Source: an optimization exercise on an open RTL-to-GDS flow (aim: small area and a short achievable clock period). Production flows keep margins and buffers that such runs may drop.
Where RTL was checked, it was by simulation tests only, not by an equivalence proof against the original.
For run 4, only the layout was checked, not whether the RTL still works.
Power is estimated from default activity; no workload was simulated.

`design/flow/config.mk`:
```
export PLATFORM = sky130hd
export DESIGN_NAME = cic_decim_mc
export DESIGN_NICKNAME = cic_decim_mc
export VERILOG_FILES = /design/flow/design.v
export SDC_FILE = /design/flow/constraint.sdc
export NUM_CORES = 4
export LEC_CHECK = 0
export ABC_AREA = 1
export CAP_MARGIN = 20
export CORE_MARGIN = 2
export CORE_UTILIZATION = 55
export CTS_BUF_LIST = sky130_fd_sc_hd__clkbuf_16
export CTS_CLUSTER_DIAMETER = 150
export CTS_CLUSTER_SIZE = 22
export SLEW_MARGIN = 20
```
`design/flow/constraint.sdc`:
```
create_clock -name core_clock -period 11.0 [get_ports {dspclk}]
set_input_delay 2.2000 -clock core_clock [delete_from_list [all_inputs] [get_ports {dspclk}]]
set_output_delay 2.2000 -clock core_clock [all_outputs]
set_load 0.01 [all_outputs]
```
`design/flow/design.v`:
```
module cic_rca #(
    parameter int W = 8
) (
    input  logic [W-1:0] a,
    input  logic [W-1:0] b,
    input  logic         ci,
    output logic [W-1:0] s,
    output logic         co
);
    logic [W:0] c;
    assign c[0] = ci;
    for (genvar i = 0; i < W; i++) begin : g_bit
        assign s[i]   = a[i] ^ b[i] ^ c[i];
        assign c[i+1] = (a[i] & b[i]) | (a[i] & c[i]) | (b[i] & c[i]);
    end
    assign co = c[W];
endmodule
module cic_int #(
    parameter int SW    = 8,
    parameter int NSEG  = 8,
    parameter int ACC_W = 60
) (
    input  logic                    dspclk,
    input  logic [11:0]             x,
    input  logic [NSEG+2:0]         e,
    input  logic [NSEG-1:0]         dump,
    output logic [NSEG-1:0][SW-1:0] w
);
    logic [3:0]      xd1;
    logic [NSEG-1:2] sdr;
    logic [NSEG-1:0] sd;
    always_ff @(posedge dspclk) begin
        xd1 <= x[11:8];
        sdr <= sd[NSEG-2:1];
    end
    assign sd = {sdr, xd1[3], x[11]};
    logic [NSEG-1:0][3:0] ico;
    for (genvar k = 0; k < NSEG; k++) begin : g_seg
        localparam int LO = SW * k;
        localparam int WK = (ACC_W - LO < SW) ? ACC_W - LO : SW;
        logic [WK-1:0] xs;
        logic [3:0]    ici;
        if (k == 0)      assign xs = x[WK-1:0];
        else if (k == 1) assign xs = {{(WK-4){xd1[3]}}, xd1};
        else             assign xs = {WK{sd[k]}};
        if (k == 0) begin : g_c0
            assign ici = 4'b0000;
        end else begin : g_cn
            logic [3:0] icr;
            always_ff @(posedge dspclk) icr <= ico[k-1];
            assign ici = icr;
        end
        for (genvar i = 0; i < 4; i++) begin : g_int
            logic [WK-1:0] acc, hold, add, sum;
            if (i == 0) begin : g_first
                assign add = xs;
            end else begin : g_next
                assign add = e[i+k] ? g_int[i-1].acc : '0;
            end
            if (i == 3) begin : g_dump
                assign hold = dump[k] ? '0 : acc;
            end else begin : g_keep
                assign hold = acc;
            end
            cic_rca #(.W(WK)) u_add (
                .a(hold), .b(add), .ci(ici[i]), .s(sum), .co(ico[k][i])
            );
            always_ff @(posedge dspclk) acc <= sum;
        end
        if (WK == SW) begin : g_full
            assign w[k] = g_int[3].acc;
        end else begin : g_part
            assign w[k] = {{(SW-WK){1'b0}}, g_int[3].acc};
        end
    end
endmodule
module cic_comb #(
    parameter int SW    = 8,
    parameter int NSEG  = 8,
    parameter int ACC_W = 60
) (
    input  logic                    dspclk,
    input  logic [NSEG-1:0][SW-1:0] w0,
    input  logic [NSEG-1:0][SW-1:0] w1,
    input  logic [NSEG-1:0]         ce0,
    input  logic [NSEG-1:0]         ce1,
    output logic [NSEG-1:0][SW-1:0] vseg
);
    logic [NSEG-1:0][3:0] cco;     
    logic [NSEG-1:0]      wco;     
    for (genvar k = 0; k < NSEG; k++) begin : g_seg
        localparam int LO = SW * k;
        localparam int WK = (ACC_W - LO < SW) ? ACC_W - LO : SW;
        logic [3:0] cci;
        logic       wci;
        if (k == 0) begin : g_c0
            assign cci = 4'b1100;       
            assign wci = 1'b0;
        end else begin : g_cn
            logic [3:0] ccr;
            logic       wcr;
            always_ff @(posedge dspclk) begin
                ccr <= cco[k-1];
                wcr <= wco[k-1];
            end
            assign cci = ccr;
            assign wci = wcr;
        end
        logic [WK-1:0] t1, t2, pw, t1_b, t2_b, pw_b;
        logic [WK-1:0] w, w2, m;
        logic [WK-1:0] v, t1n, t2n;
        assign w  = ce1[k] ? w1[k][WK-1:0] : w0[k][WK-1:0];
        assign w2 = {w[WK-2:0], wci};
        assign wco[k] = w[WK-1];
        cic_rca #(.W(WK)) u_m  (.a(w),  .b(w2), .ci(cci[1]), .s(m),   .co(cco[k][1]));
        cic_rca #(.W(WK)) u_v  (.a(w),  .b(t1), .ci(cci[0]), .s(v),   .co(cco[k][0]));
        cic_rca #(.W(WK)) u_t1 (.a(t2), .b(~m), .ci(cci[2]), .s(t1n), .co(cco[k][2]));
        cic_rca #(.W(WK)) u_t2 (.a(m),  .b(pw), .ci(cci[3]), .s(t2n), .co(cco[k][3]));
        always_ff @(posedge dspclk) begin
            if (ce0[k] | ce1[k]) begin
                t1   <= t1_b;
                t2   <= t2_b;
                pw   <= pw_b;
                t1_b <= t1n;
                t2_b <= t2n;
                pw_b <= ~w;
            end
        end
        if (WK == SW) begin : g_full
            assign vseg[k] = v;
        end else begin : g_part
            assign vseg[k] = {{(SW-WK){1'b0}}, v};
        end
    end
endmodule
module cic_out #(
    parameter int SW   = 8,
    parameter int NSEG = 8
) (
    input  logic                    dspclk,
    input  logic [NSEG-1:0][SW-1:0] vseg,
    input  logic [NSEG-1:0]         sh,      
    input  logic                    ld,      
    input  logic                    jodd,    
    input  logic                    jzero,   
    output logic [15:0]             dout
);
    logic [SW-1:0] win_in;
    always_comb begin
        win_in = '0;
        for (int k = 0; k < NSEG; k++)
            win_in = win_in | (vseg[k] & {SW{sh[k]}});
    end
    logic [3*SW-1:0] sr;
    logic [16:0]     win;
    always_ff @(posedge dspclk) begin
        if (|sh) sr <= {win_in, sr[3*SW-1:SW]};
    end
    assign win = jodd ? sr[19:3] : sr[23:7];
    always_ff @(posedge dspclk) begin
        if (ld) dout <= win[16:1] + {15'd0, win[0] & ~jzero};
    end
endmodule
module cic_decim_mc #(
    parameter int CHANNELS     = 2,
    parameter int DIN_W        = 12,
    parameter int DOUT_W       = 16,
    parameter int STAGES       = 4,
    parameter int RATE_W       = 13,
    parameter int MAX_RATE     = 4096,
    parameter int DEFAULT_RATE = 4
) (
    input  logic                       dspclk,
    input  logic                       reset,
    input  logic                       sclr,
    input  logic                       rate_we,
    input  logic [RATE_W-1:0]          rate,
    input  logic                       nd,
    input  logic [CHANNELS*DIN_W-1:0]  din,
    output logic                       rfd,
    output logic                       rdy,
    output logic [CHANNELS*DOUT_W-1:0] dout
);
    localparam int SW   = 8;
    localparam int NSEG = 8;
    logic rst_q, sclr_q, rwe_q, clr_q;
    always_ff @(posedge dspclk) begin
        rst_q  <= reset;
        sclr_q <= sclr;
        rwe_q  <= rate_we;
    end
    assign clr_q = rst_q | sclr_q | rwe_q;
    assign rfd   = ~(reset | sclr | rate_we | clr_q);
    logic                      a_q;
    logic [CHANNELS*DIN_W-1:0] din_q;
    logic [DIN_W-1:0]          din1_q;
    always_ff @(posedge dspclk) begin
        a_q    <= nd & rfd;
        din_q  <= nd ? din : '0;
        din1_q <= din_q[2*DIN_W-1:DIN_W];
    end
    logic [RATE_W-1:0] rate_src, rate_cl;
    logic [11:0]       rm1, rm1_q;
    logic [3:0]        j, j_q;
    logic [NSEG-1:0]   mask, k2sel;
    always_comb begin
        rate_src = reset ? RATE_W'(DEFAULT_RATE) : rate;
        rate_cl  = (rate_src < RATE_W'(2))        ? RATE_W'(2) :
                   (rate_src > RATE_W'(MAX_RATE)) ? RATE_W'(MAX_RATE) : rate_src;
        rm1 = 12'(rate_cl - RATE_W'(1));
        j   = '0;
        for (int b = 1; b < 12; b++)
            if (rm1[b]) j = 4'(b);
    end
    always_ff @(posedge dspclk) begin
        if (reset || rate_we) begin
            rm1_q <= rm1;
            j_q   <= j;
        end
    end
    always_comb begin
        mask  = '0;
        k2sel = '0;
        for (int k = 0; k < NSEG; k++) begin
            if (k <= ((32'(j_q) * 4 + 15) / SW)) mask[k] = 1'b1;
            if (k == ((32'(j_q) * 4 + 15) / SW)) k2sel[k] = 1'b1;
        end
    end
    logic [11:0] ph;
    logic [2:0]  warm;
    logic        last, blk, keep;
    assign last = (ph == rm1_q);
    assign blk  = a_q & last;
    assign keep = blk & warm[2];
    always_ff @(posedge dspclk) begin
        if (clr_q) begin
            ph   <= '0;
            warm <= '0;
        end else begin
            if (a_q) ph <= last ? '0 : ph + 12'd1;
            if (blk && !warm[2]) warm <= warm + 3'd1;
        end
    end
    logic [NSEG+3:0] e;
    logic [NSEG+3:1] e_r;
    logic [NSEG+4:1] bp;
    logic [NSEG+5:1] kp;
    assign e = {e_r, a_q};
    always_ff @(posedge dspclk) begin
        e_r <= e[NSEG+2:0];
        bp  <= {bp[NSEG+3:1], blk};
        kp  <= {kp[NSEG+4:1] & {(NSEG+4){~clr_q}}, keep};
        rdy <= (|(kp[NSEG+5:6] & k2sel)) & rfd;
    end
    logic [NSEG-1:0][SW-1:0] w0, w1, vseg;
    logic [NSEG-1:0]         ce0, ce1;
    assign ce0 = bp[NSEG+3:4];
    assign ce1 = bp[NSEG+4:5];
    cic_int #(.SW(SW), .NSEG(NSEG), .ACC_W(60)) u_int0 (
        .dspclk (dspclk),
        .x      (din_q[DIN_W-1:0]),
        .e      (e[NSEG+2:0]),
        .dump   (ce0),
        .w      (w0)
    );
    cic_int #(.SW(SW), .NSEG(NSEG), .ACC_W(60)) u_int1 (
        .dspclk (dspclk),
        .x      (din1_q),
        .e      (e[NSEG+3:1]),
        .dump   (ce1),
        .w      (w1)
    );
    cic_comb #(.SW(SW), .NSEG(NSEG), .ACC_W(60)) u_comb (
        .dspclk (dspclk),
        .w0     (w0),
        .w1     (w1),
        .ce0    (ce0),
        .ce1    (ce1),
        .vseg   (vseg)
    );
    cic_out #(.SW(SW), .NSEG(NSEG)) u_out0 (
        .dspclk (dspclk),
        .vseg   (vseg),
        .sh     (ce0 & mask),
        .ld     (|(bp[NSEG+4:5] & k2sel)),
        .jodd   (j_q[0]),
        .jzero  ((j_q == 4'd0)),
        .dout   (dout[DOUT_W-1:0])
    );
    cic_out #(.SW(SW), .NSEG(NSEG)) u_out1 (
        .dspclk (dspclk),
        .vseg   (vseg),
        .sh     (ce1 & mask),
        .ld     (1'b1),
        .jodd   (j_q[0]),
        .jzero  ((j_q == 4'd0)),
        .dout   (dout[2*DOUT_W-1:DOUT_W])
    );
endmodule
```
`design/flow/flow/run.sh`:
```
#!/bin/bash
set -euo pipefail
NETLIST="$PWD/orfs/results/sky130hd/cic_decim_mc/base/1_2_yosys.v"
bash standard.sh "$NETLIST" > flow_synth.log 2>&1
cp "$NETLIST" "$PWD/orfs/results/sky130hd/cic_decim_mc/base/1_2_yosys_standard.v"
python3 flow/polarity.py "$NETLIST" > flow_polarity.log 2>&1
bash standard.sh SETUP_SLACK_MARGIN=6.1 "BUFFER_PORTS_ARGS=-buffer_cell sky130_fd_sc_hd__buf_1" finish > flow_make.log 2>&1
```
`design/flow/flow/polarity.py`:
```
#!/usr/bin/env python3
"""Remove inverters around full-adder cells in a flat Yosys netlist.

A full adder is self-dual: FA(~a, ~b, ~c) gives ~sum and ~carry. Synthesis
often leaves a full adder with inverted inputs and inverted outputs. This
script flips such adders (inputs and outputs complemented) whenever that
leaves fewer inverter cells, and repeats until no flip helps. Only
combinational cells change: every flip-flop, port and the logic function of
the netlist stay the same.

usage: polarity.py NETLIST.v  (rewrites the file in place)
"""
import re
import sys

INV = "sky130_fd_sc_hd__inv_1"
FA_RE = re.compile(r"sky130_fd_sc_hd__fa_\d+$")
INV_RE = re.compile(r"sky130_fd_sc_hd__(inv|clkinv)_\d+$")
OUT_PINS = {"X", "Y", "Q", "Q_N", "SUM", "COUT", "HI", "LO"}


def main(path):
    text = open(path).read()
    m = re.search(r"^\s*sky130_fd_sc_hd__\w+\s+\S+\s*\(", text, re.M)
    end = text.rindex("endmodule")
    head, body = text[: m.start()], text[m.start():end]

    # Ports and their nets (a port net keeps its name and value).
    ports = set()
    for d, rng, names in re.findall(r"^\s*(input|output)\s*(\[[^\]]*\])?\s*([^;]*);", head, re.M):
        for n in names.split(","):
            n = n.strip()
            if rng:
                hi, lo = [int(x) for x in rng[1:-1].split(":")]
                for i in range(min(hi, lo), max(hi, lo) + 1):
                    ports.add(f"{n}[{i}]")
            ports.add(n)

    cells = {}  # name -> [type, {pin: net}, order]
    order = []
    for typ, name, pins in re.findall(r"(sky130_fd_sc_hd__\w+)\s+(\S+)\s*\((.*?)\);", body, re.S):
        conns = {}
        for p, n in re.findall(r"\.(\w+)\(\s*(.*?)\s*\)\s*(?:,|$)", pins, re.S):
            conns[p] = n.strip()
        cells[name] = [typ, conns]
        order.append(name)

    driver = {}
    loads = {}

    def add_pin(c, p, n):
        if p in OUT_PINS:
            driver[n] = (c, p)
        else:
            loads.setdefault(n, set()).add((c, p))

    def del_pin(c, p, n):
        if p in OUT_PINS:
            if driver.get(n) == (c, p):
                del driver[n]
        else:
            loads.get(n, set()).discard((c, p))

    for c in order:
        for p, n in cells[c][1].items():
            add_pin(c, p, n)

    counter = [0]

    def new_net():
        counter[0] += 1
        return f"_pol{counter[0]}_"

    def is_inv(c):
        return c in cells and INV_RE.match(cells[c][0])

    def inv_driving(n):
        """The inverter cell driving net n, if any."""
        d = driver.get(n)
        if d and is_inv(d[0]):
            return d[0]
        return None

    def inv_of(n):
        """An inverter whose input is n and whose output is not a port."""
        for c, p in loads.get(n, ()):
            if is_inv(c) and cells[c][1]["Y"] not in ports:
                return c
        return None

    def connect(c, p, n):
        old = cells[c][1][p]
        del_pin(c, p, old)
        cells[c][1][p] = n
        add_pin(c, p, n)

    def add_inv(a, y):
        counter[0] += 1
        name = f"_polinv{counter[0]}_"
        cells[name] = [INV, {"A": a, "Y": y}]
        order.append(name)
        add_pin(name, "A", a)
        add_pin(name, "Y", y)
        return name

    def remove_cell(c):
        for p, n in cells[c][1].items():
            del_pin(c, p, n)
        del cells[c]

    def gain(fa):
        conns = cells[fa][1]
        g = 0
        seen_inv = {}
        for p in ("A", "B", "CIN"):
            n = conns[p]
            i = inv_driving(n)
            if i is not None:
                # The inverter goes if this adder is its only load (count pins).
                seen_inv[i] = seen_inv.get(i, 0) + 1
            elif inv_of(n) is None:
                g -= 1
        for i, k in seen_inv.items():
            out = cells[i][1]["Y"]
            if out not in ports and len(loads.get(out, ())) == k:
                g += 1
        for p in ("SUM", "COUT"):
            o = conns[p]
            ls = loads.get(o, set())
            keep = o in ports
            for c, q in ls:
                if is_inv(c) and cells[c][1]["Y"] not in ports:
                    g += 1
                else:
                    keep = True
            if keep:
                g -= 1
        return g

    def flip(fa):
        conns = cells[fa][1]
        for p in ("A", "B", "CIN"):
            n = conns[p]
            i = inv_driving(n)
            if i is not None:
                connect(fa, p, cells[i][1]["A"])
                if not loads.get(n) and n not in ports:
                    remove_cell(i)
            else:
                j = inv_of(n)
                if j is None:
                    y = new_net()
                    add_inv(n, y)
                    connect(fa, p, y)
                else:
                    connect(fa, p, cells[j][1]["Y"])
        for p in ("SUM", "COUT"):
            o = conns[p]
            o2 = new_net()
            connect(fa, p, o2)
            for c, q in list(loads.get(o, set())):
                if is_inv(c) and cells[c][1]["Y"] not in ports:
                    y = cells[c][1]["Y"]
                    for c2, q2 in list(loads.get(y, set())):
                        connect(c2, q2, o2)
                    remove_cell(c)
            if loads.get(o) or o in ports:
                add_inv(o2, o)

    def count_inv():
        return sum(1 for c in cells if is_inv(c))

    before = count_inv()
    changed = True
    rounds = 0
    while changed and rounds < 20:
        changed = False
        rounds += 1
        for fa in [c for c in order if c in cells and FA_RE.match(cells[c][0])]:
            if fa in cells and gain(fa) > 0:
                flip(fa)
                changed = True
    after = count_inv()

    # Every net must have exactly one driver or be a port input.
    used = set()
    for c in cells:
        used.update(cells[c][1].values())
    for n in used:
        if n not in driver and n not in ports and n not in ("1'b0", "1'b1"):
            raise SystemExit(f"polarity.py: net {n} has no driver")

    declared = set()
    for rng, n in re.findall(r"^\s*wire\s+(\[[^\]]*\])?\s*(\S+?)\s*;", head, re.M):
        declared.add(n)
        if rng:
            hi, lo = [int(x) for x in rng[1:-1].split(":")]
            for i in range(min(hi, lo), max(hi, lo) + 1):
                declared.add(f"{n}[{i}]")
    extra = sorted(n for n in used if n not in declared and n not in ports and not n.startswith("1'"))
    out = [head]
    # Wire declarations go just before the cells.
    for n in extra:
        out.append(f"  wire {n}{' ' if n.startswith(chr(92)) else ''};\n")
    for c in order:
        if c not in cells:
            continue
        typ, conns = cells[c]
        pins = ",\n".join(f"    .{p}({n}{' ' if n.startswith(chr(92)) else ''})" for p, n in conns.items())
        out.append(f"  {typ} {c} (\n{pins}\n  );\n")
    out.append(text[end:])
    open(path, "w").write("".join(out))
    print(f"polarity.py: inverters {before} -> {after} in {rounds} rounds")


if __name__ == "__main__":
    main(sys.argv[1])
```
`design/flow/standard.sh`:
```
#!/bin/bash
# synth_recipe.tcl (not shown) runs the flow's synth.tcl, then flattens the netlist and writes it again
# the make line also repeats each setting of config.mk as NAME=value (left out here)
make -C /OpenROAD-flow-scripts/flow DESIGN_CONFIG=/design/flow/config.mk WORK_HOME=/design/flow/orfs CLKGATE_MAP_FILE= SYNTH_SCRIPT=/design/flow/synth_recipe.tcl "${@:-finish}"
```
==> results of run 1 <==
-- layout make-up --
cell class | count | share of cell area
Sequential cell | 1133 | 0.504
Timing Repair Buffer | 126 | 0.0144
Tap cell | 1176 | 0.0274
Multi-Input combinational cell | 1871 | 0.370
Inverter | 771 | 0.0539
Clock inverter | 32 | 0.00256
Clock buffer | 59 | 0.0275
-- routing by layer --
metal	wire [um]	vias to the layer above
met2	34900	325
met5	0	-
met1	41400	12100
met4	1620	0
met3	2720	89
li1	-	11900
-- state kept, by name (all words and copies together), names as in the netlist, 24 cells and up --
signal / cells
u_comb.g_seg.t2: 60
din_q: 24
u_comb.g_seg.t2_b: 60
u_int1.g_seg.g_cn.icr: 28
u_int0.g_seg.g_int.acc: 240
u_comb.g_seg.g_cn.ccr: 28
u_comb.g_seg.t1_b: 60
u_int0.g_seg.g_cn.icr: 28
u_comb.g_seg.pw_b: 60
u_comb.g_seg.t1: 60
u_int1.g_seg.g_int.acc: 240
u_comb.g_seg.pw: 60
-- worst max-delay path by stage --
stage                        from                      end  depth (start not counted)
after floorplan           rate_we                      rfd                          2
final                       reset                      rfd                          4
after detailed placement   bp[11]  u_comb.g_seg[6].t1_b[7]                         13
after CTS                   reset                      rfd                          4
after global placement     bp[11]  u_comb.g_seg[6].t1_b[7]                         13
after global routing        reset                      rfd                          4
-- power groups by stage --
stage	clock network, mW	logic [mW]	registers, mW
after floorplan	0	0.541	5.25
after global placement	0	0.688	5.33
after detailed placement	0	0.744	5.34
after CTS	2.36	0.759	5.24
after global routing	2.50	0.916	5.30
final	2.27	0.730	5.22
-- placed cells by master, fill, tap and decap left out, types with 3 or more instances in the layout --
cell       count
o22ai_1       11
buf_1         73
or2_2         25
o21ai_2        5
nand2_2        4
dfxtp_1      690
nor2_2         5
inv_2         12
inv_1        788
clkbuf_16     59
xor2_1        52
a211oi_1       8
nand2_4        8
fa_1         627
buf_12         5
fa_2          66
nor2_1       189
edfxtp_1     434
nand3b_1       3
dfxtp_4        6
o21ai_0       69
ha_1          23
nor3_2         4
o21ai_1       11
nand4_1       14
nor4_1         7
mux2i_1       15
buf_4         43
o21ai_4        6
nor2_4         3
a21oi_1       13
dfxtp_2        3
o2111ai_1     15
nand3_1       16
nor3_1        25
nand2_1      608
xnor2_1       16
-- what timing repair did --
| action | 4_1_cts | 5_1_grt |
|---|---|---|
| setup endpoints to repair | 41 | 19 |
| resized for setup | 56 | 33 |
| gates cloned | 1 | 0 |
| pin swaps | 10 | 13 |
| setup buffers | 13 | 2 |
==> flow_summary.json, run 1 <==
{
  "finalClockSkew_ns": 0.0280,
  "clock_sinks": 1133,
  "setup_tns_ns": 0,
  "fin_cells": 5168,
  "avgViaCountPerCell": 4.71,
  "tritoncts": "done",
  "switching_share": 0.249,
  "comb_power_share": 0.089,
  "ir_worst_vdd_mv": 0.147,
  "grtUsageMet2": 0.277,
  "routed_wl_um": 80700,
  "critPathTopFamily": "simple AND/OR/NAND/NOR gates",
  "num_antenna_cells": 0,
  "clk_pin_slew_worst_paths_ns": 0.08,
  "outcome": "complete, no violations",
  "hold_class": "reg -> reg",
  "gp_congestion": 0.882,
  "critPathMaxStageDelay_ns": 0.25,
  "synth_cells": 3847,
  "slew_violations": 0,
  "root_buffer": "clkbuf_16",
  "hold_buffers": 0,
  "syn_area_mm2": 0.0498,
  "seqCellArea_mm2": 0.0271,
  "drt-initial-drc-count": 1305,
  "final_nets": 4718,
  "grt_pass1_vias": 25700,
  "pin_count": 76,
  "cts-buffers-inserted": 57,
  "crit_path_end_kind": "output pin",
  "timing.hold.ws_ns": 0.320,
  "drt-pass1-iter-count": 7,
  "p_sw_mw": 2.05,
  "final_area_mm2": 0.0537,
  "power_density_mw_per_mm2": 153,
  "die_w_um": 305,
  "hold_depth": 0,
  "worstReg2RegEnd": "u_comb.g_seg[6].t1_b[7]",
  "yosysWarnings": 4,
  "p_leak_nw": 25.1,
  "grt_pass1_wl_um": 138000,
  "use_met1": 0.300,
  "die-height_um": 305,
  "grt_max_degree": 50,
  "min-delay-start": "din_q[19]",
  "rsz0062_at_grt": "yes",
  "drive_above_1_share": 0.0676,
  "overflow": 0,
  "drv_cap": 0,
  "setup_viol": 0,
  "setup_ws_ns": 5.98,
  "antenna_found_initial": 0,
  "fillCellCount": 7224,
  "relSlewSlack": 0.321,
  "p_clk_frac": 0.276,
  "syn_nets": 4605,
  "max_freq_mhz": 199,
  "die_area_mm2": 0.0929,
  "avgSynthCellArea_um2": 12.9,
  "wl_per_cell_um": 15.6,
  "intPower_mw": 6.17,
  "min_to": "din1_q[7]",
  "vias": 24400,
  "final_util": 0.597,
  "h-tree-depth": 2,
  "top_usage_layer": "met1",
  "dp_cells": 5061,
  "use_met3": 0.0204,
  "fp-row-count": 110,
  "post-dp-hpwl_um": 61900,
  "clk-insertion-delay-late_ns": 0.65,
  "max_slew.worst_pin.slew_ns": 1.01,
  "dpl-instance-area_mm2": 0.0516,
  "critical-path-slowest-cell": "or2_4",
  "finalWorstPathRequiredPeriod_ns": 5.02,
  "area_growth_pct": 7.90,
  "clk_path_buf_depth": 3,
  "start_util": 0.554,
  "worstPathBufferInverterCount": 2,
  "critPathKind": "in -> out",
  "pre_cts_slack_ns": 5.33,
  "hold_viol": 0,
  "reg2regPathDepth": 13,
  "io_buffer_count": 75,
  "cp_max_fo": 2,
  "multi_input_area_mm2": 0.0199,
  "ff2ff_setup_slack_ns": 6.18,
  "seq_power_share": 0.635,
  "cp-start-kind": "primary input",
  "rr_startpoint": "bp[11]",
  "total_power_mw": 8.22,
  "ant_nets": 0,
  "grtUsageTotal": 0.187,
  "min_period_over_period": 0.456,
  "drcViolationCount": 0,
  "critPathRequiredTime_ns": 8.80,
  "critical_path.cell_chain": "buf_12, or2_4, nor3_4, buf_2",
  "arrival_ns": 2.82,
  "core_mm2": 0.0899
}
==> inputs of run 2 (changes only) <==
--- a/design/flow/config.mk
+++ b/design/flow/config.mk
@@ -6,5 +6,4 @@
 export NUM_CORES = 4
 export LEC_CHECK = 0
-export ABC_AREA = 1
 export CAP_MARGIN = 20
 export CORE_MARGIN = 2
==> run 2 against run 1 <==
Net effect:
- final area fell by 0.40%
- global-route usage shrank 0.058 points
- clock power is essentially flat
- hold slack lost 0.0013 ns
- first-iteration DRC count is 6.1% higher
- maximum frequency shrank 1.3%
- total power shrank 0.27%
- via count decreased by 5.4%
- combinational power is 0.8% higher
- sequential power about the same
- area after synthesis down 0.70%
- highest routed layer unchanged
==> flow_summary.json, run 2 <==
{
  "outcome": "complete, no violations",
  "drt-initial-drc-count": 1385,
  "syn_area_mm2": 0.0494,
  "fp-row-count": 109,
  "die_w_um": 304,
  "ir_worst_vdd_mv": 0.179,
  "die_area_mm2": 0.0923,
  "pin_count": 76,
  "drv_cap": 0,
  "dpl-instance-area_mm2": 0.0512,
  "drive_above_1_share": 0.0865,
  "final_nets": 4112,
  "synth_cells": 3250,
  "grt_max_degree": 73,
  "h-tree-depth": 2,
  "cp-start-kind": "primary input",
  "overflow": 0,
  "power_density_mw_per_mm2": 153,
  "setup_tns_ns": 0,
  "arrival_ns": 2.89,
  "setup_viol": 0,
  "p_leak_nw": 22.4,
  "critPathRequiredTime_ns": 8.80,
  "yosysWarnings": 4,
  "cp_max_fo": 2,
  "antenna_found_initial": 0,
  "tritoncts": "done",
  "timing.hold.ws_ns": 0.319,
  "io_buffer_count": 75,
  "top_regs": "u_int0.g_seg.g_int.acc (240), u_int1.g_seg.g_int.acc (240)",
  "final_util": 0.603,
  "root_buffer": "clkbuf_16",
  "gp_congestion": 0.832,
  "clk_path_buf_depth": 3,
  "critPathTopFamily": "simple AND/OR/NAND/NOR gates",
  "start_util": 0.557,
  "cts-buffers-inserted": 57,
  "grt_pass1_vias": 25400,
  "dp_cells": 4428,
  "finalClockSkew_ns": 0.0461,
  "area_growth_pct": 8.22,
  "clk_pin_slew_worst_paths_ns": 0.08,
  "drt-pass1-iter-count": 5,
  "ant_nets": 0,
  "relSlewSlack": 0.322,
  "post-dp-hpwl_um": 61000,
  "crit_path_end_kind": "output pin",
  "grt_pass1_wl_um": 138000,
  "num_antenna_cells": 0,
  "grtUsageTotal": 0.186,
  "core_mm2": 0.0886,
  "wl_per_cell_um": 17.8,
  "critPathMaxStageDelay_ns": 0.25,
  "max_freq_mhz": 197,
  "critical_path.cell_chain": "buf_6, or2_4, nor3_4, buf_2",
  "rsz0062_at_grt": "yes",
  "finalWorstPathRequiredPeriod_ns": 5.09,
  "clock_sinks": 1133,
  "max_slew.worst_pin.slew_ns": 0.989,
  "avgViaCountPerCell": 5.06,
  "critical-path-slowest-cell": "or2_4",
  "avgSynthCellArea_um2": 15.2,
  "fin_cells": 4551,
  "vias": 23000,
  "routed_wl_um": 81200,
  "syn_nets": 4008,
  "die-height_um": 304,
  "hold_viol": 0,
  "hold_buffers": 0,
  "clk-insertion-delay-late_ns": 0.68,
  "final_cell_mix": "688 x dfxtp_1, 589 x fa_1, 434 x edfxtp_1",
  "min_period_over_period": 0.463,
  "critPathKind": "in -> out",
  "drcViolationCount": 0,
  "slew_violations": 0,
  "final_area_mm2": 0.0535,
  "worstPathBufferInverterCount": 2,
  "hold_class": "reg -> reg",
  "layout_commonest_cell": "dfxtp_1"
}
## run 2: cell types whose count changed in the layout (fill, tap and decap cells not counted), sizes merged, moves of 17 or more
cell    delta
inv      -503
nand2    -499
and2     +323
nor2     -143
nor2b    +111
mux2i     +76
o21ai     -66
xnor2     +26
o22ai     +25
nand3     +21
nand2b    +17
or2       -17
## run 2: power by group
part	switching [mW]	internal (mW)	total [mW]
Clock	1.30	0.956	2.25
Combinational	0.371	0.365	0.736
Sequential	0.347	4.86	5.20
## run 2: through the flow
stage | setup slack (ns) | power (mW)
6_report | 5.91 | 8.20
5_1_grt | 5.87 | 8.71
4_1_cts | 5.88 | 8.34
3_5_place_dp | 5.26 | 6.07
3_3_place_gp | 5.30 | 5.98
2_1_floorplan | 5.82 | 5.75
## run 2: layout make-up
class / count / area [um2]
clock buffers: 58 / 1450
inverters: 269 / 1010
flip-flops and latches: 1133 / 27100
clock inverters: 33 / 149
well taps: 1165 / 1460
repair buffers: 120 / 800
fillers: 6807 / 35200
multi-input cells: 1773 / 21600
## run 2: path summary, 6_finish.rpt
check,startpoint,end,slack (ns),depth (start not counted)
worst max-delay path,rate_we,rfd,5.91,4
worst min-delay path,din_q[18],din1_q[6],0.32,0
worst max register to register,bp[9],u_comb.g_seg[4].t1_b[7],6.24,12
worst min register to register,din_q[18],din1_q[6],0.32,0
## run 2: repair_timing
action	in CTS	in global routing
endpoints found under the setup margin	38	32
pin swaps	8	17
gates cloned	2	2
buffers inserted	17	11
resized for setup	57	60
## run 2: per-layer routing
metal	up-vias	track usage	wire (um)
met5	-	0	0
met4	0	0.0373	1360
met3	77	0.0218	2710
met2	326	0.291	37300
met1	11900	0.287	39900
li1	10700	-	-
==> inputs of run 3 (changes only) <==
--- a/design/flow/flow/polarity.py
+++ b/design/flow/flow/polarity.py
@@ -15,4 +15,5 @@
 
 INV = "sky130_fd_sc_hd__inv_1"
+LIB = "/OpenROAD-flow-scripts/flow/platforms/sky130hd/lib/sky130_fd_sc_hd__tt_025C_1v80.lib"
 FA_RE = re.compile(r"sky130_fd_sc_hd__fa_\d+$")
 INV_RE = re.compile(r"sky130_fd_sc_hd__(inv|clkinv)_\d+$")
@@ -171,4 +172,51 @@
         return sum(1 for c in cells if is_inv(c))
 
+    # A gate whose output only feeds an inverter becomes its complementary
+    # gate (same inputs), driving the inverter's output net.
+    COMPLEMENT = {
+        "nand2": "and2", "and2": "nand2", "nor2": "or2", "or2": "nor2",
+        "nand3": "and3", "and3": "nand3", "nor3": "or3", "or3": "nor3",
+        "nand4": "and4", "and4": "nand4", "nor4": "or4", "or4": "nor4",
+        "nand2b": "and2b", "and2b": "nand2b", "nor2b": "or2b", "or2b": "nor2b",
+        "xor2": "xnor2", "xnor2": "xor2",
+        "a21oi": "a21o", "a21o": "a21oi", "o21ai": "o21a", "o21a": "o21ai",
+        "a22oi": "a22o", "a22o": "a22oi", "o22ai": "o22a", "o22a": "o22ai",
+        "a211oi": "a211o", "a211o": "a211oi", "o211ai": "o211a", "o211a": "o211ai",
+        "a31oi": "a31o", "a31o": "a31oi", "o31ai": "o31a", "o31a": "o31ai",
+        "a32oi": "a32o", "a32o": "a32oi", "mux2i": "mux2", "mux2": "mux2i",
+    }
+    NONINV = {"and2", "or2", "and3", "or3", "and4", "or4", "and2b", "or2b", "xnor2",
+              "a21o", "o21a", "a22o", "o22a", "a211o", "o211a", "a31o", "o31a", "a32o", "mux2"}
+    lib = open(LIB).read() if LIB else ""
+
+    def merge_gates():
+        merged = 0
+        for c in list(order):
+            if c not in cells or not is_inv(c):
+                continue
+            a = cells[c][1]["A"]
+            d = driver.get(a)
+            if not d or a in ports or len(loads.get(a, ())) != 1:
+                continue
+            g = d[0]
+            mm = re.match(r"sky130_fd_sc_hd__(\w+?)_(\d+)$", cells[g][0])
+            if not mm or mm.group(1) not in COMPLEMENT:
+                continue
+            comp = COMPLEMENT[mm.group(1)]
+            newtyp = f"sky130_fd_sc_hd__{comp}_1"
+            if f'cell ("{newtyp}")' not in lib:
+                continue
+            outpin = "X" if comp in NONINV else "Y"
+            y = cells[c][1]["Y"]
+            remove_cell(c)
+            conns = {p: n for p, n in cells[g][1].items() if p not in OUT_PINS}
+            remove_cell(g)
+            conns[outpin] = y
+            cells[g] = [newtyp, conns]
+            for p, n in conns.items():
+                add_pin(g, p, n)
+            merged += 1
+        return merged
+
     before = count_inv()
     changed = True
@@ -181,4 +229,5 @@
                 flip(fa)
                 changed = True
+    merged = merge_gates()
     after = count_inv()
 
@@ -211,5 +260,5 @@
     out.append(text[end:])
     open(path, "w").write("".join(out))
-    print(f"polarity.py: inverters {before} -> {after} in {rounds} rounds")
+    print(f"polarity.py: inverters {before} -> {after} in {rounds} rounds, {merged} gates merged with their inverter")
 
 
==> run 3 against run 2 <==
Net effect:
- core utilization hardly changed
- clock skew is 0.012 ns lower
- synthesized cell count is 2.6% lower
- non-clock buffer count is 6 higher
- cell count is 1.7% lower
- maximum frequency is 1.4% higher
- combinational power hardly changed
- critical path type unchanged
- largest cell class unchanged
- largest power group unchanged
- highest routed layer unchanged
==> flow_summary.json, run 3 <==
{
  "post-dp-hpwl_um": 60600,
  "gp_congestion": 0.842,
  "drt-pass1-iter-count": 7,
  "avgViaCountPerCell": 5.11,
  "tritoncts": "done",
  "switching_share": 0.247,
  "grt_pass1_vias": 25300,
  "max_freq_mhz": 199,
  "layout_commonest_cell": "dfxtp_1",
  "arrival_ns": 2.82,
  "antenna_found_initial": 0,
  "h-tree-depth": 2,
  "top_usage_layer": "met2",
  "rsz0062_at_grt": "yes",
  "comb_power_share": 0.090,
  "cp-start-kind": "primary input",
  "outcome": "complete, no violations",
  "avgSynthCellArea_um2": 15.6,
  "reg2regPathDepth": 13,
  "drv_cap": 0,
  "cp_max_fo": 2,
  "multi_input_area_mm2": 0.0217,
  "die-height_um": 303,
  "finalWorstPathRequiredPeriod_ns": 5.02,
  "drcViolationCount": 0,
  "ant_nets": 0,
  "hold_class": "reg -> reg",
  "relSlewSlack": 0.329,
  "power_density_mw_per_mm2": 153,
  "core_mm2": 0.0886,
  "fillCellCount": 6728,
  "min_period_over_period": 0.456,
  "pre_cts_slack_ns": 5.26,
  "seq_power_share": 0.635,
  "fp-row-count": 109,
  "setup_viol": 0,
  "start_util": 0.556,
  "clk_path_buf_depth": 3,
  "syn_nets": 3924,
  "grtUsageTotal": 0.188,
  "synth_cells": 3166,
  "p_leak_nw": 21.8,
  "wl_per_cell_um": 18.2,
  "critPathMaxStageDelay_ns": 0.26,
  "critPathRequiredTime_ns": 8.80,
  "clk-insertion-delay-late_ns": 0.68,
  "routed_wl_um": 81300,
  "vias": 22800,
  "setup_tns_ns": 0,
  "yosysWarnings": 4,
  "seqCellArea_mm2": 0.0271,
  "root_buffer": "clkbuf_16",
  "dpl-instance-area_mm2": 0.0511,
  "die_area_mm2": 0.0920,
  "final_nets": 4034,
  "pin_count": 76,
  "drive_above_1_share": 0.0882,
  "io_buffer_count": 75,
  "die_w_um": 303,
  "max_slew.worst_pin.slew_ns": 1.01,
  "syn_area_mm2": 0.0493,
  "final_cell_mix": "690 x dfxtp_1, 595 x fa_1, 434 x edfxtp_1",
  "critical-path-slowest-cell": "or2_4",
  "timing.hold.ws_ns": 0.319,
  "use_met3": 0.0183,
  "p_clk_frac": 0.275,
  "slew_violations": 0,
  "grtUsageMet2": 0.295,
  "overflow": 0,
  "finalClockSkew_ns": 0.0338,
  "cts-buffers-inserted": 57,
  "critPathKind": "in -> out",
  "hold_depth": 0,
  "clk_pin_slew_worst_paths_ns": 0.08,
  "ir_worst_vdd_mv": 0.147,
  "final_area_mm2": 0.0534,
  "intPower_mw": 6.17,
  "clock_sinks": 1133,
  "total_power_mw": 8.19,
  "critical_path.cell_chain": "buf_1, or2_4, nor3_4, buf_2",
  "top_regs": "u_int0.g_seg.g_int.acc (240), u_int1.g_seg.g_int.acc (240)",
  "drt-initial-drc-count": 1196,
  "grt_max_degree": 73,
  "use_met1": 0.291,
  "area_growth_pct": 8.40,
  "crit_path_end_kind": "output pin",
  "p_sw_mw": 2.02,
  "grt_pass1_wl_um": 137000,
  "setup_ws_ns": 5.98,
  "num_antenna_cells": 0,
  "hold_viol": 0
}
[run 3: worst max-delay path, delay by kind of cell]
| kind | cells | cell delay [ns] |
|---|---|---|
| buf+inv | 2 | 0.23 |
| simple gates | 2 | 0.38 |
[run 3: layout make-up]
type                       instances  area share
sequential                      1133       0.506
tap                             1165      0.0273
multi-input combinational       1773       0.407
clock buffer                      57      0.0267
timing repair buffer             126      0.0166
clock inverter                    35     0.00318
inverter                         185      0.0130
[run 3: layer usage]
| metal | share of wire | routed length [um] | up-vias |
|---|---|---|---|
| met1 | 0.49 | 39600 | 11800 |
| met2 | 0.46 | 37500 | 350 |
| li1 | - | - | 10600 |
| met5 | 0 | 0 | - |
| met4 | 0.020 | 1640 | 0 |
| met3 | 0.031 | 2540 | 90 |
[run 3: what timing repair did]
action,4_1_cts,5_1_grt
buffers inserted,19,11
pin swaps,11,27
setup endpoints to repair,44,25
gates resized for setup,59,47
gates cloned,5,1
hold buffers,0,0
[run 3: through the flow]
stage | std cells | util
finish | 4474 | 0.603
global placement | 4346 | 0.576
CTS | 4462 | 0.599
floorplan | 3166 | -
detailed placement | 4346 | 0.576
global route | 4474 | 0.603
[run 3: final timing paths]
path	slack, ns	from	to
max	5.98	rate_we	rfd
min	0.32	din1_q[11]	u_int1.xd1[3]
min reg2reg	0.32	din1_q[11]	u_int1.xd1[3]
max reg2reg	6.21	bp[5]	u_out1.sr[23]
[run 3: power groups by stage]
stage / sequential [mW] / combinational [mW] / clock [mW]
6_report: 5.20 / 0.735 / 2.26
5_1_grt: 5.28 / 0.912 / 2.49
4_1_cts: 5.22 / 0.761 / 2.35
3_5_place_dp: 5.32 / 0.743 / 0
3_3_place_gp: 5.30 / 0.678 / 0
2_1_floorplan: 5.21 / 0.528 / 0
==> inputs of run 4 (changes only) <==
--- a/design/flow/design.v
+++ b/design/flow/design.v
@@ -200,10 +200,11 @@
         din1_q <= din_q[2*DIN_W-1:DIN_W];
     end
-    logic [RATE_W-1:0] rate_src, rate_cl;
+    logic [RATE_W-1:0] rate_d, rate_src, rate_cl;
     logic [11:0]       rm1, rm1_q;
     logic [3:0]        j, j_q;
     logic [NSEG-1:0]   mask, k2sel;
+    always_ff @(posedge dspclk) rate_d <= rate;
     always_comb begin
-        rate_src = reset ? RATE_W'(DEFAULT_RATE) : rate;
+        rate_src = rst_q ? RATE_W'(DEFAULT_RATE) : rate_d;
         rate_cl  = (rate_src < RATE_W'(2))        ? RATE_W'(2) :
                    (rate_src > RATE_W'(MAX_RATE)) ? RATE_W'(MAX_RATE) : rate_src;
@@ -214,5 +215,5 @@
     end
     always_ff @(posedge dspclk) begin
-        if (reset || rate_we) begin
+        if (rst_q || rwe_q) begin
             rm1_q <= rm1;
             j_q   <= j;
==> run 4 against run 3 <==
Net effect:
- clock-buffer cell count grew 2
- wire length fell by 0.68%
- area after synthesis is 0.28% higher
- non-clock buffer count shrank 11
- cell count hardly changed
- largest power group unchanged
==> flow_summary.json, run 4 <==
{
  "rsz0062_at_grt": "yes",
  "critPathRequiredTime_ns": 8.80,
  "setup_tns_ns": 0,
  "drv_cap": 0,
  "h-tree-depth": 2,
  "total_power_mw": 8.29,
  "synth_cells": 3175,
  "post-dp-hpwl_um": 59900,
  "num_antenna_cells": 0,
  "overflow": 0,
  "dpl-instance-area_mm2": 0.0512,
  "max_slew.worst_pin.slew_ns": 0.982,
  "finalWorstPathRequiredPeriod_ns": 4.99,
  "clk-insertion-delay-late_ns": 0.65,
  "area_growth_pct": 8.09,
  "drive_above_1_share": 0.0768,
  "fillCellCount": 6744,
  "outcome": "complete, no violations",
  "routed_wl_um": 80700,
  "syn_area_mm2": 0.0494,
  "layout_commonest_cell": "dfxtp_1",
  "seqCellArea_mm2": 0.0273,
  "syn_nets": 3933,
  "setup_viol": 0,
  "grt_pass1_wl_um": 137000,
  "top_regs": "u_int0.g_seg.g_int.acc (240), u_int1.g_seg.g_int.acc (240)",
  "avgViaCountPerCell": 5.11,
  "hold_buffers": 0,
  "rr_startpoint": "bp[9]",
  "hold_viol": 0,
  "io_buffer_count": 75,
  "relSlewSlack": 0.345,
  "critPathMaxStageDelay_ns": 0.31,
  "vias": 22800,
  "fp-row-count": 109,
  "drt-initial-drc-count": 1596,
  "critical_path.cell_chain": "buf_6, nor4_4, buf_2",
  "crit_path_end_kind": "output pin",
  "cp-start-kind": "primary input",
  "wl_per_cell_um": 18.1,
  "grt_pass1_vias": 25300,
  "p_leak_nw": 21.9,
  "cp_num_cells": 3,
  "core_mm2": 0.0888,
  "start_util": 0.557,
  "max_freq_mhz": 200,
  "drcViolationCount": 0,
  "finalClockSkew_ns": 0.0197,
  "clk_path_buf_depth": 3,
  "clk_pin_slew_worst_paths_ns": 0.08,
  "gp_congestion": 0.887,
  "grt_max_degree": 70,
  "arrival_ns": 2.79,
  "die_w_um": 304,
  "slew_violations": 0,
  "antenna_found_initial": 0,
  "reg2regPathDepth": 15,
  "critical-path-slowest-cell": "nor4_4",
  "hold_class": "reg -> reg",
  "avgSynthCellArea_um2": 15.6,
  "power_density_mw_per_mm2": 155,
  "die-height_um": 304,
  "pin_count": 76,
  "tritoncts": "done",
  "ir_worst_vdd_mv": 0.127,
  "critPathLaunch": "sclr",
  "root_buffer": "clkbuf_16",
  "critPathTopFamily": "simple AND/OR/NAND/NOR gates",
  "ant_nets": 0,
  "final_area_mm2": 0.0534,
  "multi_input_area_mm2": 0.0216,
  "clock_sinks": 1146,
  "min_period_over_period": 0.454,
  "die_area_mm2": 0.0923,
  "cp_max_fo": 3,
  "yosysWarnings": 4,
  "critPathKind": "in -> out",
  "drt-pass1-iter-count": 9,
  "final_cell_mix": "705 x dfxtp_1, 602 x fa_1, 434 x edfxtp_1",
  "worstPathBufferInverterCount": 2,
  "min-delay-start": "din1_q[10]",
  "final_nets": 4032,
  "cts-buffers-inserted": 58,
  "hold_depth": 0,
  "grtUsageTotal": 0.185
}
-- run 4: report_power, final --
group	switching [mW]	internal [mW]	total, mW
Clock	1.31	0.976	2.29
Sequential	0.347	4.91	5.26
Combinational	0.374	0.365	0.739
-- run 4: final cells by class --
type,instances,share of cell area
timing repair buffer,115,0.0145
clock inverter,33,0.00309
inverter,173,0.0122
clock buffer,59,0.0276
sequential,1146,0.511
tap,1165,0.0273
multi-input combinational,1780,0.404
-- run 4: stage by stage --
stage | utilization | std cells | worst slack (ns) | hold slack, ns
5_1_grt | 0.602 | 4471 | 5.96 | 0.320
6_report | 0.602 | 4471 | 6.01 | 0.308
4_1_cts | 0.600 | 4465 | 6.02 | 0.309
3_3_place_gp | 0.577 | 4358 | 5.74 | 0.310
3_5_place_dp | 0.577 | 4358 | 5.67 | 0.312
2_1_floorplan | - | 3175 | 6.09 | 0.310
-- run 4: path summary, 6_finish.rpt --
check	slack (ns)	endpoint
min	0.31	u_int1.xd1[2]
max reg2reg	6.15	u_out0.sr[23]
min reg2reg	0.31	u_int1.xd1[2]
max	6.01	rfd
-- run 4: metal layers --
layer  wire, um  GRT usage  part of all wire
met1      39300      0.283              0.49
met2      37100      0.290              0.46
met3       2770     0.0216             0.034
met4       1550     0.0381             0.019
met5          0          0                 0
-- run 4: repair_timing --
| item | 4_1_cts | 5_1_grt |
|---|---|---|
| cloned | 4 | 0 |
| endpoints found under the setup margin | 29 | 38 |
| pin swaps | 11 | 20 |
| resized for setup | 61 | 32 |
| buffers inserted | 11 | 6 |
==> inputs of run 5 (changes only) <==
--- a/design/flow/design.v
+++ b/design/flow/design.v
@@ -196,5 +196,5 @@
     logic [DIN_W-1:0]          din1_q;
     always_ff @(posedge dspclk) begin
-        a_q    <= nd & rfd;
+        a_q    <= nd & ~clr_q;
         din_q  <= nd ? din : '0;
         din1_q <= din_q[2*DIN_W-1:DIN_W];
@@ -247,11 +247,13 @@
     logic [NSEG+4:1] bp;
     logic [NSEG+5:1] kp;
+    logic            rdy_q;
     assign e = {e_r, a_q};
     always_ff @(posedge dspclk) begin
         e_r <= e[NSEG+2:0];
         bp  <= {bp[NSEG+3:1], blk};
-        kp  <= {kp[NSEG+4:1] & {(NSEG+4){~clr_q}}, keep};
-        rdy <= (|(kp[NSEG+5:6] & k2sel)) & rfd;
+        kp    <= {kp[NSEG+4:1], keep} & {(NSEG+5){~clr_q}};
+        rdy_q <= (|(kp[NSEG+5:6] & k2sel)) & ~clr_q;
     end
+    assign rdy = rdy_q & ~clr_q;
     logic [NSEG-1:0][SW-1:0] w0, w1, vseg;
     logic [NSEG-1:0]         ce0, ce1;
--- a/design/flow/config.mk
+++ b/design/flow/config.mk
@@ -11,4 +11,4 @@
 export CTS_BUF_LIST = sky130_fd_sc_hd__clkbuf_16
 export CTS_CLUSTER_DIAMETER = 150
-export CTS_CLUSTER_SIZE = 22
+export CTS_CLUSTER_SIZE = 25
 export SLEW_MARGIN = 20
==> run 5 against run 4 <==
Net effect:
- still clean on timing, DRC and antenna
- clock skew grew 0.012 ns
- hold slack gained 0.017 ns
- synthesized cell count grew 1.0%
- register-to-register slack gained 0.03 ns
- total power grew 72%
- setup slack gained 0.068 ns
- combinational power grew to 7.2 times the previous value
- die area grew 0.66%
- largest power group unchanged
==> flow_summary.json, run 5 <==
{
  "ir_worst_vdd_mv": 0.154,
  "overflow": 0,
  "clock_sinks": 1146,
  "cp_max_fo": 2,
  "slew_violations": 0,
  "relSlewSlack": 0.337,
  "die_w_um": 305,
  "drt-initial-drc-count": 1400,
  "grt_pass1_vias": 25800,
  "critical_path.cell_chain": "buf_8, nor4_4, buf_2",
  "critPathRequiredTime_ns": 8.80,
  "setup_ws_ns": 6.08,
  "final_nets": 4052,
  "synth_cells": 3207,
  "p_leak_nw": 21.1,
  "critPathMaxStageDelay_ns": 0.25,
  "num_antenna_cells": 0,
  "grt_max_degree": 79,
  "hold_class": "reg -> reg",
  "grtUsageMet2": 0.298,
  "wl_per_cell_um": 18.4,
  "finalWorstPathRequiredPeriod_ns": 4.92,
  "final_area_mm2": 0.0536,
  "yosysWarnings": 4,
  "clk_path_buf_depth": 3,
  "drv_cap": 0,
  "power_density_mw_per_mm2": 266,
  "avgSynthCellArea_um2": 15.5,
  "drcViolationCount": 0,
  "cts-buffers-inserted": 51,
  "tritoncts": "done",
  "grt_pass1_wl_um": 140000,
  "die-height_um": 305,
  "gp_congestion": 0.858,
  "area_growth_pct": 7.68,
  "max_slew.worst_pin.slew_ns": 0.995,
  "top_usage_layer": "met2",
  "die_area_mm2": 0.0929,
  "clk_pin_slew_worst_paths_ns": 0.09,
  "vias": 23000,
  "critPathTopFamily": "buffers and inverters",
  "rsz0062_at_grt": "yes",
  "hold_buffers": 0,
  "setup_tns_ns": 0,
  "pre_cts_slack_ns": 5.62,
  "grtUsageTotal": 0.189,
  "arrival_ns": 2.72,
  "core_mm2": 0.0899,
  "use_met3": 0.0319,
  "pin_count": 76,
  "drive_above_1_share": 0.0800,
  "top_regs": "u_int0.g_seg.g_int.acc (240), u_int1.g_seg.g_int.acc (240)",
  "ant_nets": 0,
  "post-dp-hpwl_um": 61500,
  "setup_viol": 0,
  "crit_path_end_kind": "output pin",
  "worstPathBufferInverterCount": 2,
  "critical-path-slowest-cell": "nor4_4",
  "layout_commonest_cell": "dfxtp_1",
  "drt-pass1-iter-count": 8,
  "outcome": "complete, no violations",
  "antenna_found_initial": 0,
  "min_period_over_period": 0.448,
  "h-tree-depth": 2,
  "finalClockSkew_ns": 0.0317,
  "root_buffer": "clkbuf_16",
  "syn_area_mm2": 0.0498,
  "clk-insertion-delay-late_ns": 0.66,
  "final_cell_mix": "705 x dfxtp_1, 595 x fa_1, 434 x edfxtp_1",
  "syn_nets": 3965,
  "io_buffer_count": 75,
  "dpl-instance-area_mm2": 0.0515,
  "hold_viol": 0,
  "routed_wl_um": 82900,
  "use_met1": 0.282,
  "cp-start-kind": "primary input",
  "start_util": 0.554,
  "critPathKind": "in -> out",
  "avgViaCountPerCell": 5.10,
  "fp-row-count": 110,
  "max_freq_mhz": 203
}
-- run 5: cell count changes in the layout (fill, tap and decap cells not counted), moves of 8 or more --
cell	delta
mux2i_1	-8
nand2b_1	+11
o21ai_0	-12
o22ai_1	+8
or3_1	+8
-- run 5: stage by stage --
step	hold WS (ns)	total power, mW	cells	util
after floorplan	0.310	10.3	3207	-
after global placement	0.311	11.8	4398	0.573
after detailed placement	0.312	12.1	4398	0.573
after CTS	0.327	14.5	4499	0.594
after global routing	0.338	15.7	4501	0.596
final	0.325	14.3	4501	0.596
-- run 5: final timing paths --
path	startpoint	endpoint	slack [ns]	cells after the start
worst min register to register	din_q[22]	din1_q[10]	0.33	0
worst max register to register	bp[6]	u_comb.g_seg[1].t1_b[7]	6.18	12
worst min-delay path	din_q[22]	din1_q[10]	0.33	0
worst max-delay path	reset	rfd	6.08	3
-- run 5: worst reg2reg max path: cells and delay by family (launching register included) --
kind	cells	cell delay [ns]
adders and majority gates	9	3.77
buffers and inverters	2	0.16
DFF	1	0.38
muxes	1	0.28
-- run 5: metal layers --
metal | up-vias | routed length [um]
met4 | 0 | 1510
li1 | 10600 | -
met5 | - | 0
met2 | 338 | 38300
met3 | 100 | 3700
met1 | 11900 | 39500
-- run 5: where the power goes --
group | switching, mW | internal [mW]
Clock | 1.30 | 0.889
Combinational | 2.90 | 2.42
Sequential | 0.757 | 5.99
-- run 5: layout make-up --
type,instances,area (um2)
repair buffers,112,758
inverters,180,676
well taps,1176,1470
fillers,6998,36300
flip-flops and latches,1146,27300
clock inverters,32,164
multi-input cells,1803,21900
clock buffers,52,1300
-- run 5: timing repair --
item | 4_1_cts | 5_1_grt
hold endpoints to repair | 0 | 0
setup buffers | 13 | 2
cloned | 4 | 0
setup endpoints to repair | 29 | 60
gates resized for setup | 59 | 46
pin swaps | 9 | 20
==> inputs of run 6 (changes only) <==
--- a/design/flow/config.mk
+++ b/design/flow/config.mk
@@ -11,4 +11,4 @@
 export CTS_BUF_LIST = sky130_fd_sc_hd__clkbuf_16
 export CTS_CLUSTER_DIAMETER = 150
-export CTS_CLUSTER_SIZE = 25
+export CTS_CLUSTER_SIZE = 22
 export SLEW_MARGIN = 20
==> run 6 against run 5 <==
Net effect:
- global-route usage shrank 0.098 points
- die area is the same
- setup slack lost 0.011 ns
- clock skew shrank 0.014 ns
- first-iteration DRC count grew 5.9%
- hold slack lost 0.015 ns
- clock power grew 6%
- synthesized cell count is the same
- clock-buffer cell count grew 7
- highest routed layer unchanged
==> flow_summary.json, run 6 <==
{
  "relSlewSlack": 0.338,
  "use_met3": 0.0272,
  "avgViaCountPerCell": 5.12,
  "layout_commonest_cell": "dfxtp_1",
  "critical-path-slowest-cell": "nor4_4",
  "arrival_ns": 2.73,
  "grt_pass1_vias": 25800,
  "die_area_mm2": 0.0929,
  "drv_cap": 0,
  "root_buffer": "clkbuf_16",
  "worstPathBufferInverterCount": 2,
  "syn_nets": 3965,
  "seqCellArea_mm2": 0.0273,
  "vias": 23100,
  "grtUsageMet2": 0.298,
  "fillCellCount": 6988,
  "top_regs": "u_int0.g_seg.g_int.acc (240), u_int1.g_seg.g_int.acc (240)",
  "p_leak_nw": 21.2,
  "ir_worst_vdd_mv": 0.167,
  "rr_startpoint": "bp[8]",
  "rsz0062_at_grt": "yes",
  "die-height_um": 305,
  "fp-row-count": 110,
  "tritoncts": "done",
  "overflow": 0,
  "drcViolationCount": 0,
  "slew_violations": 0,
  "post-dp-hpwl_um": 61500,
  "min_to": "din1_q[3]",
  "drt-pass1-iter-count": 8,
  "critPathTopFamily": "buffers and inverters",
  "outcome": "complete, no violations",
  "clock_sinks": 1146,
  "grt_max_degree": 79,
  "finalWorstPathRequiredPeriod_ns": 4.93,
  "clk_pin_slew_worst_paths_ns": 0.08,
  "critPathRequiredTime_ns": 8.80,
  "clk_path_buf_depth": 3,
  "critPathKind": "in -> out",
  "final_nets": 4057,
  "area_growth_pct": 7.91,
  "finalClockSkew_ns": 0.0177,
  "critical_path.cell_chain": "buf_6, nor4_4, buf_2",
  "top_usage_layer": "met2",
  "synth_cells": 3207,
  "cp_max_fo": 2,
  "final_cell_mix": "705 x dfxtp_1, 597 x fa_1, 434 x edfxtp_1",
  "setup_tns_ns": 0,
  "grt_pass1_wl_um": 139000,
  "multi_input_area_mm2": 0.0219,
  "gp_congestion": 0.858,
  "pin_count": 76,
  "syn_area_mm2": 0.0498,
  "hold_class": "reg -> reg",
  "setup_viol": 0,
  "critPathMaxStageDelay_ns": 0.26,
  "drive_above_1_share": 0.0798,
  "min-delay-start": "din_q[15]",
  "avgSynthCellArea_um2": 15.5,
  "cp-start-kind": "primary input",
  "use_met1": 0.282,
  "max_freq_mhz": 203,
  "core_mm2": 0.0899,
  "hold_viol": 0,
  "routed_wl_um": 82900,
  "total_power_mw": 14.4,
  "ff2ff_setup_slack_ns": 6.16,
  "drt-initial-drc-count": 1483,
  "die_w_um": 305,
  "ant_nets": 0,
  "io_buffer_count": 75,
  "wl_per_cell_um": 18.4,
  "min_period_over_period": 0.449,
  "start_util": 0.554,
  "reg2regPathDepth": 13,
  "yosysWarnings": 4,
  "worstReg2RegEnd": "u_comb.g_seg[3].t2_b[7]",
  "crit_path_end_kind": "output pin",
  "hold_depth": 0,
  "cts-buffers-inserted": 58,
  "clk-insertion-delay-late_ns": 0.65,
  "h-tree-depth": 2,
  "antenna_found_initial": 0,
  "grtUsageTotal": 0.188,
  "num_antenna_cells": 0,
  "hold_buffers": 0,
  "max_slew.worst_pin.slew_ns": 0.994,
  "power_density_mw_per_mm2": 268
}
[run 6: report_power, final]
| group | total (mW) | internal, mW | switching (mW) |
|---|---|---|---|
| clock | 2.32 | 0.978 | 1.34 |
| sequential | 6.75 | 5.99 | 0.758 |
| combinational | 5.30 | 2.41 | 2.89 |
| total | 14.4 | 9.38 | 4.99 |
[run 6: final cells by class]
class                      instances  area share
clock inverter                    35     0.00315
sequential                      1146       0.509
inverter                         180      0.0126
timing repair buffer             110      0.0134
multi-input combinational       1803       0.407
tap                             1176      0.0274
clock buffer                      59      0.0275
[run 6: per-layer routing]
metal	vias to the layer above	routed length, um
li1	10600	-
met1	12000	39700
met2	353	38400
met3	94	3170
met4	0	1540
met5	-	0
[run 6: repair_timing]
item | 4_1_cts | 5_1_grt
resized for setup | 59 | 39
endpoints found under the setup margin | 29 | 59
gates cloned | 3 | 0
setup buffers | 12 | 2
pin swaps | 9 | 21
[run 6: worst max path at each step]
stage                     startpoint                      end  slack [ns]  cells after the start
after global placement         bp[9]  u_comb.g_seg[4].t1_b[7]        5.74                     13
after CTS                    rate_we                      rfd        6.06                      3
after global routing           bp[5]  u_comb.g_seg[0].t1_b[7]        5.97                     12
final                        rate_we                      rfd        6.07                      3
after floorplan               bp[11]  u_comb.g_seg[6].t1_b[7]        6.11                     14
after detailed placement       bp[9]  u_comb.g_seg[4].t1_b[7]        5.62                     13
[run 6: metrics by stage]
stage / hold WS (ns) / worst slack, ns / instances / area (um2) / util
floorplan: 0.310 / 6.11 / 3207 / 50000 / -
global placement: 0.311 / 5.74 / 4398 / 51500 / 0.573
detailed placement: 0.312 / 5.62 / 4398 / 51500 / 0.573
CTS: 0.308 / 6.06 / 4507 / 53500 / 0.596
global route: 0.307 / 5.97 / 4509 / 53700 / 0.598
finish: 0.311 / 6.07 / 4509 / 53700 / 0.598
==> inputs of run 7 (changes only) <==
==> design/flow/flow/run.sh (replaced) <==
#!/bin/bash
set -euo pipefail
NETLIST="$PWD/orfs/results/sky130hd/cic_decim_mc/base/1_2_yosys.v"
bash standard.sh "$NETLIST" > flow_synth.log 2>&1
cp "$NETLIST" "$PWD/orfs/results/sky130hd/cic_decim_mc/base/1_2_yosys_standard.v"
python3 flow/polarity.py "$NETLIST" > flow_polarity.log 2>&1
bash standard.sh SETUP_SLACK_MARGIN=6.25 "BUFFER_PORTS_ARGS=-buffer_cell sky130_fd_sc_hd__buf_1" finish > flow_make.log 2>&1
==> run 7 against run 6 <==
Net effect:
- still clean
- wire length rose by 0.87%
- via count rose by 0.36%
- flip-flop and latch count did not move
- synthesized cell count did not move
- area after synthesis did not move
- setup slack improved by 0.028 ns
- final area rose by 0.97%
- critical endpoint unchanged
- highest routed layer unchanged
==> flow_summary.json, run 7 <==
{
  "drt-pass1-iter-count": 7,
  "syn_area_mm2": 0.0498,
  "wl_per_cell_um": 18.4,
  "pin_count": 76,
  "overflow": 0,
  "tritoncts": "done",
  "rsz0062_at_grt": "yes",
  "finalWorstPathRequiredPeriod_ns": 4.91,
  "outcome": "complete, no violations",
  "seq_power_share": 0.465,
  "setup_tns_ns": 0,
  "drcViolationCount": 0,
  "die_area_mm2": 0.0929,
  "clk_path_buf_depth": 3,
  "gp_congestion": 0.867,
  "grt_pass1_wl_um": 141000,
  "core_mm2": 0.0899,
  "antenna_found_initial": 0,
  "max_slew.worst_pin.slew_ns": 0.996,
  "power_density_mw_per_mm2": 268,
  "vias": 23100,
  "critPathMaxStageDelay_ns": 0.24,
  "cp-start-kind": "primary input",
  "ff2ff_setup_slack_ns": 6.32,
  "final_util": 0.603,
  "p_sw_mw": 5.00,
  "crit_path_end_kind": "output pin",
  "critPathLaunch": "rate_we",
  "p_clk_frac": 0.159,
  "num_antenna_cells": 0,
  "arrival_ns": 2.71,
  "worstPathBufferInverterCount": 2,
  "avgSynthCellArea_um2": 15.5,
  "top_regs": "u_int0.g_seg.g_int.acc (240), u_int1.g_seg.g_int.acc (240)",
  "switching_share": 0.344,
  "die_w_um": 305,
  "p_leak_nw": 21.3,
  "fillCellCount": 6881,
  "intPower_mw": 9.53,
  "grt_max_degree": 79,
  "cp_max_fo": 2,
  "final_nets": 4089,
  "clock_sinks": 1146,
  "clk-insertion-delay-late_ns": 0.69,
  "synth_cells": 3207,
  "critPathTopFamily": "buffers and inverters",
  "die-height_um": 305,
  "relSlewSlack": 0.317,
  "drv_cap": 0,
  "final_area_mm2": 0.0542,
  "hold_viol": 0,
  "critical-path-slowest-cell": "nor4_4",
  "area_growth_pct": 8.96,
  "yosysWarnings": 4,
  "final_cell_mix": "699 x dfxtp_1, 539 x fa_1, 434 x edfxtp_1",
  "drt-initial-drc-count": 1415,
  "ant_nets": 0,
  "grt_pass1_vias": 25800,
  "hold_class": "reg -> reg",
  "finalClockSkew_ns": 0.0286,
  "start_util": 0.554,
  "dpl-instance-area_mm2": 0.0516,
  "setup_viol": 0,
  "cp_num_cells": 3,
  "reg2regPathDepth": 13,
  "root_buffer": "clkbuf_16",
  "critical_path.cell_chain": "buf_8, nor4_4, buf_2",
  "slew_violations": 0,
  "layout_commonest_cell": "dfxtp_1",
  "drive_above_1_share": 0.110,
  "h-tree-depth": 2,
  "max_freq_mhz": 204,
  "grtUsageTotal": 0.191,
  "setup.worst_path.end": "rfd",
  "fp-row-count": 110,
  "ir_worst_vdd_mv": 0.147,
  "avgViaCountPerCell": 5.10,
  "worstReg2RegEnd": "u_comb.g_seg[5].t1_b[7]",
  "min_period_over_period": 0.446,
  "io_buffer_count": 75,
  "post-dp-hpwl_um": 61100,
  "rr_startpoint": "bp[10]",
  "critPathKind": "in -> out",
  "syn_nets": 3965,
  "cts-buffers-inserted": 58,
  "comb_power_share": 0.376,
  "routed_wl_um": 83600,
  "critPathRequiredTime_ns": 8.80,
  "clk_pin_slew_worst_paths_ns": 0.08
}
## run 7: how the worst min path moves through the flow
stage | from | end | depth (start not counted)
after floorplan | bp[1] | bp[2] | 0
after global placement | din_q[12] | din1_q[0] | 0
after detailed placement | din_q[14] | din1_q[2] | 0
after CTS | din_q[14] | din1_q[2] | 0
after global routing | din_q[17] | din1_q[5] | 0
final | din_q[14] | din1_q[2] | 0
## run 7: layout make-up
class                      count  area, um2  area share
clock inverter                35        199     0.00367
clock buffer                  58       1450      0.0268
tap                         1176       1470      0.0271
sequential                  1146      27300       0.504
inverter                     180        676      0.0125
timing repair buffer         142       1040      0.0192
multi-input combinational   1803      22100       0.407
## run 7: stage by stage
step / total power, mW / cells / worst slack [ns] / hold slack (ns)
finish: 14.5 / 4540 / 6.09 / 0.327
global route: 16.0 / 4540 / 6.04 / 0.336
CTS: 14.7 / 4530 / 6.08 / 0.330
detailed placement: 12.2 / 4397 / 5.61 / 0.312
global placement: 11.8 / 4397 / 5.71 / 0.311
floorplan: 10.4 / 3207 / 6.16 / 0.310
## run 7: layer usage
metal  share of wire  global-route usage
met1            0.48               0.291
met2            0.46               0.299
met3           0.036              0.0232
met4           0.018              0.0395
met5               0                   0
## run 7: timing repair
item | CTS | global route
pin swaps | 34 | 59
buffers inserted | 34 | 10
hold buffers | 0 | 0
resized for setup | 72 | 67
gates cloned | 6 | 0
setup endpoints to repair | 42 | 78
## run 7: power by group through the flow
stage / combinational, mW / clock (mW) / sequential, mW
2_1_floorplan: 3.76 / 0 / 6.61
3_3_place_gp: 4.99 / 0 / 6.85
3_5_place_dp: 5.31 / 0 / 6.88
4_1_cts: 5.50 / 2.41 / 6.79
5_1_grt: 6.49 / 2.56 / 6.92
6_report: 5.46 / 2.31 / 6.76

afterwards: timing with drivers on the ports:
How much do the figures lean on ideal ports? The routed layouts below were timed once more, with nothing changed but the port constraints.
Step 1 assumes that a clkbuf_16 drives the clock port and a buf_2 every other input.
Step 2 adds t to the input delays and takes it off the output delays; t is the mean of the earliest and latest rising clock arrival at the registers after step 1. Input paths then give back, and output paths get back, about the clock's delay inside the block.
a / b / c = no drivers / after step 1 / after step 2; a / b = the first two.
run	shift t [ns]	setup WS [ns]	clock arrival spread, ns	slew at the worst register clock pin (ns)
run 1	0.706	5.979 / 5.931 / 5.931	0.033 / 0.032	0.10 / 0.10
run 2	0.716	5.912 / 5.822 / 5.435	0.048 / 0.047	0.10 / 0.10
run 3	0.726	5.980 / 5.922 / 5.468	0.035 / 0.035	0.11 / 0.11
run 4	0.708	6.008 / 5.971 / 5.971	0.027 / 0.028	0.10 / 0.10
run 5	0.707	6.076 / 6.035 / 6.035	0.033 / 0.032	0.11 / 0.11
run 6	0.708	6.065 / 6.032 / 6.032	0.027 / 0.027	0.10 / 0.10
run 7	0.736	6.094 / 6.042 / 6.042	0.029 / 0.029	0.11 / 0.11
After both steps setup and hold are still met in every run listed. For run 3, which loses most, drivers alone change the setup slack by -0.058 ns; drivers and shift together by -0.512 ns.
